This is an optimization exercise on Yosys and OpenROAD, whose aim is small area, a short achievable clock period and few clock cycles, not a production implementation. Power and IR drop assume default switching activity.

## outline_to_path_commands
module outline_to_path_commands (
  input  wire logic                 clk_i,
  input  wire logic                 rst_ni,
  input  wire logic                 in_valid_i,
  output logic                      in_stall_o,
  input  wire logic signed [15:0]   point_x_i,
  input  wire logic signed [15:0]   point_y_i,
  input  wire logic                 on_curve_i,
  input  wire logic                 cubic_control_i,
  input  wire logic                 contour_end_i,
  input  wire logic                 outline_end_i,
  output logic                      out_valid_o,
  input  wire logic                 out_stall_i,
  output logic [2:0]                command_o,
  output logic [1:0]                error_kind_o,
  output logic signed [15:0]        ax_o,
  output logic signed [15:0]        ay_o,
  output logic signed [15:0]        bx_o,
  output logic signed [15:0]        by_o,
  output logic signed [15:0]        cx_o,
  output logic signed [15:0]        cy_o,
  output logic                      run_last_o
);
  logic        acc;
  logic        more;
  logic        d_vld;
  logic [13:0] d_desc;
  logic [1:0]  d_rem;
  logic        k0_conic, k0_cubic;
  logic [31:0] s, p0, p1, x;
  logic [31:0] a, b, c;
  assign in_stall_o = more || (out_valid_o && out_stall_i);
  assign acc        = in_valid_i && !in_stall_o;
  otpc_decode u_decode (
    .clk_i      (clk_i),
    .rst_ni     (rst_ni),
    .acc_i      (acc),
    .px_i       (point_x_i),
    .py_i       (point_y_i),
    .on_i       (on_curve_i),
    .cubic_i    (cubic_control_i),
    .cend_i     (contour_end_i),
    .oend_i     (outline_end_i),
    .d_vld_o    (d_vld),
    .d_desc_o   (d_desc),
    .d_rem_o    (d_rem),
    .k0_conic_o (k0_conic),
    .k0_cubic_o (k0_cubic),
    .s_o        (s),
    .p0_o       (p0),
    .p1_o       (p1),
    .x_o        (x)
  );
  otpc_outbuf u_outbuf (
    .clk_i       (clk_i),
    .rst_ni      (rst_ni),
    .acc_i       (acc),
    .d_vld_i     (d_vld),
    .d_desc_i    (d_desc),
  ...
==> flow/config.mk <==
export PLATFORM = sky130hd
export DESIGN_NAME = outline_to_path_commands
export DESIGN_NICKNAME = outline_to_path_commands
export VERILOG_FILES = /design/flow/design.v
export SDC_FILE = /design/flow/constraint.sdc
export NUM_CORES = 4
export LEC_CHECK = 0
export CAP_MARGIN = 20
export CORE_MARGIN = 2
export CORE_UTILIZATION = 60
export CTS_BUF_LIST = sky130_fd_sc_hd__clkbuf_4 sky130_fd_sc_hd__clkbuf_8
export SETUP_SLACK_MARGIN = 2.4
export SLEW_MARGIN = 20
==> flow/constraint.sdc <==
create_clock -name core_clock -period 5.5 [get_ports {clk_i}]
set_input_delay 1.1000 -clock core_clock [delete_from_list [all_inputs] [get_ports {clk_i}]]
set_output_delay 1.1000 -clock core_clock [all_outputs]
set_load 0.01 [all_outputs]
run.sh (not shown) runs the stock make flow with config.mk's settings and CLKGATE_MAP_FILE= SYNTH_SCRIPT=/design/flow/synth_recipe.tcl, a recipe that flattens the netlist after the stock synthesis.
Next try:
Settings changed: CORE_UTILIZATION 60 to 40, CTS_BUF_LIST sky130_fd_sc_hd__clkbuf_4 sky130_fd_sc_hd__clkbuf_8 to unset.
The new run finished with timing, DRC and antenna clean.
Worst setup slack improved by 73 ps.
Sequential power barely changes.
Critical path depth went down by 2.
Power went up by a little under a tenth.
Routed wire length went down by a few percent.
Sequential share of layout area went down by 0.63 points.
Non-clock buffer count went down by 16.
Die area went up by well over a third.
Register-to-register slack improved by 40 ps.
Next try:
==> flow/flow/run.sh (new file) <==
#!/bin/bash
# The standard layout, with the ports buffered by plain buf_2 cells rather
# than the delay cells buffer_ports picks on its own.
set -euo pipefail
bash standard.sh "BUFFER_PORTS_ARGS=-buffer_cell sky130_fd_sc_hd__buf_2" finish > make_finish.log 2>&1
==> flow/standard.sh (new file) <==
#!/bin/bash
# synth_recipe.tcl (not shown) runs the flow's synth.tcl, then flattens the netlist and writes it again
# the make line also repeats each setting of config.mk as NAME=value (left out here)
make -C /OpenROAD-flow-scripts/flow DESIGN_CONFIG=/design/flow/config.mk WORK_HOME=/design/flow/orfs CLKGATE_MAP_FILE= SYNTH_SCRIPT=/design/flow/synth_recipe.tcl "${@:-finish}"
Settings changed: SETUP_SLACK_MARGIN 2.4 to 2.7.
removed: flow/run.sh
The new run passed the timing, DRC and antenna checks.
Global-route usage increases by 0.31 points.
Total power increases by 2.9%.
Worst hold slack stays flat.
Clock-buffer cell count decreases by 2.
Register-to-register slack improves by 30 ps.
Worst setup slack improves by 93 ps.
Routed wire length increases by 3.6%.
Non-clock buffer count increases by 14.
Final cell count increases by 1.0%.
Synthesized area is unchanged.
No run of this note included a check of the RTL's function; only the layout flow was run.

Starting RTL as in the previous note.
## outline_to_path_commands
module outline_to_path_commands (
  input  wire logic                 clk_i,
  input  wire logic                 rst_ni,
  input  wire logic                 in_valid_i,
  output logic                      in_stall_o,
  input  wire logic signed [15:0]   point_x_i,
  input  wire logic signed [15:0]   point_y_i,
  input  wire logic                 on_curve_i,
  input  wire logic                 cubic_control_i,
  input  wire logic                 contour_end_i,
  input  wire logic                 outline_end_i,
  output logic                      out_valid_o,
  input  wire logic                 out_stall_i,
  output logic [2:0]                command_o,
  output logic [1:0]                error_kind_o,
  output logic signed [15:0]        ax_o,
  output logic signed [15:0]        ay_o,
  output logic signed [15:0]        bx_o,
  output logic signed [15:0]        by_o,
  output logic signed [15:0]        cx_o,
  output logic signed [15:0]        cy_o,
  output logic                      run_last_o
);
  logic        acc;
  logic        more;
  logic        d_vld;
  logic [13:0] d_desc;
  logic [1:0]  d_rem;
  logic        k0_conic, k0_cubic;
  logic [31:0] s, p0, p1, x;
  logic [31:0] a, b, c;
  assign in_stall_o = more || (out_valid_o && out_stall_i);
  assign acc        = in_valid_i && !in_stall_o;
  otpc_decode u_decode (
    .clk_i      (clk_i),
  ...
export LEC_CHECK = 0
export CAP_MARGIN = 20
export CORE_MARGIN = 2
export CORE_UTILIZATION = 40
export SETUP_SLACK_MARGIN = 3.0
export SLEW_MARGIN = 20
create_clock -name core_clock -period 5.5 [get_ports {clk_i}]
standard.sh (not shown) runs the stock make flow with config.mk's settings and CLKGATE_MAP_FILE= SYNTH_SCRIPT=/design/flow/synth_recipe.tcl, a recipe that flattens the netlist after the stock synthesis.
==> flow/flow/run.sh <==
#!/bin/bash
# The standard layout, with the ports buffered by plain buf_2 cells rather
# than the delay cells buffer_ports picks on its own.
set -euo pipefail
bash standard.sh "BUFFER_PORTS_ARGS=-buffer_cell sky130_fd_sc_hd__buf_2" finish > make_finish.log 2>&1
Then changed:
--- a/flow/config.mk
+++ b/flow/config.mk
@@ -10,3 +10,3 @@
 export CORE_UTILIZATION = 40
-export SETUP_SLACK_MARGIN = 3.0
+export SETUP_SLACK_MARGIN = 2.4
 export SLEW_MARGIN = 20
After rerunning:
- count of clock-buffer cells in the layout is unchanged
- register-to-register slack gets worse by 0.06 ns
- area after synthesis is unchanged
- non-clock buffer count went down by 90
- power went down by 1.2%
- core utilization went down by 7.6 points
- design area went down by 13%
- critical path depth went up by 1
- global-route usage went down by 2.7 points
No run of this note included a check of the RTL's function; only the layout flow was run.

-- re-timing with driven ports --
No port has a modelled driver above. Below, the same layouts with a new extraction and two added sets of constraints. Step 1, drivers: a clkbuf_16 drives clk_i and a buf_2 each remaining input, both assumed. Step 2 adds t to the input delays and takes it off the output delays; t is the mean of the earliest and latest rising clock arrival at the registers after step 1. Input paths then give back, and output paths get back, about the clock's delay inside the block. a / b / c = ideal / step 1 / step 2; a / b = the first two.
| run | shift t [ns] | setup WS [ns] | hold slack, ns | clock arrival spread, ns |
|---|---|---|---|---|
| the first run of note 1 | 0.501 | 2.287 / 2.302 / 1.801 | 0.543 / 0.543 / 0.543 | 0.021 / 0.020 |
| the second run of note 1 | 0.468 | 2.360 / 2.387 / 1.919 | 0.548 / 0.548 / 0.548 | 0.012 / 0.012 |
| the third run of note 1 | 0.478 | 2.453 / 2.462 / 1.984 | 0.546 / 0.533 / 0.546 | 0.012 / 0.012 |
| the first run of note 2 | 0.488 | 2.520 / 2.522 / 2.033 | 0.555 / 0.532 / 0.561 | 0.017 / 0.017 |
| the second run of note 2 | 0.480 | 2.428 / 2.410 / 1.967 | 0.542 / 0.528 / 0.542 | 0.012 / 0.012 |
After both steps every run listed still meets setup and hold. For the first run of note 2, which loses most, drivers alone change the setup slack by +0.002 ns; drivers and shift together by -0.487 ns.
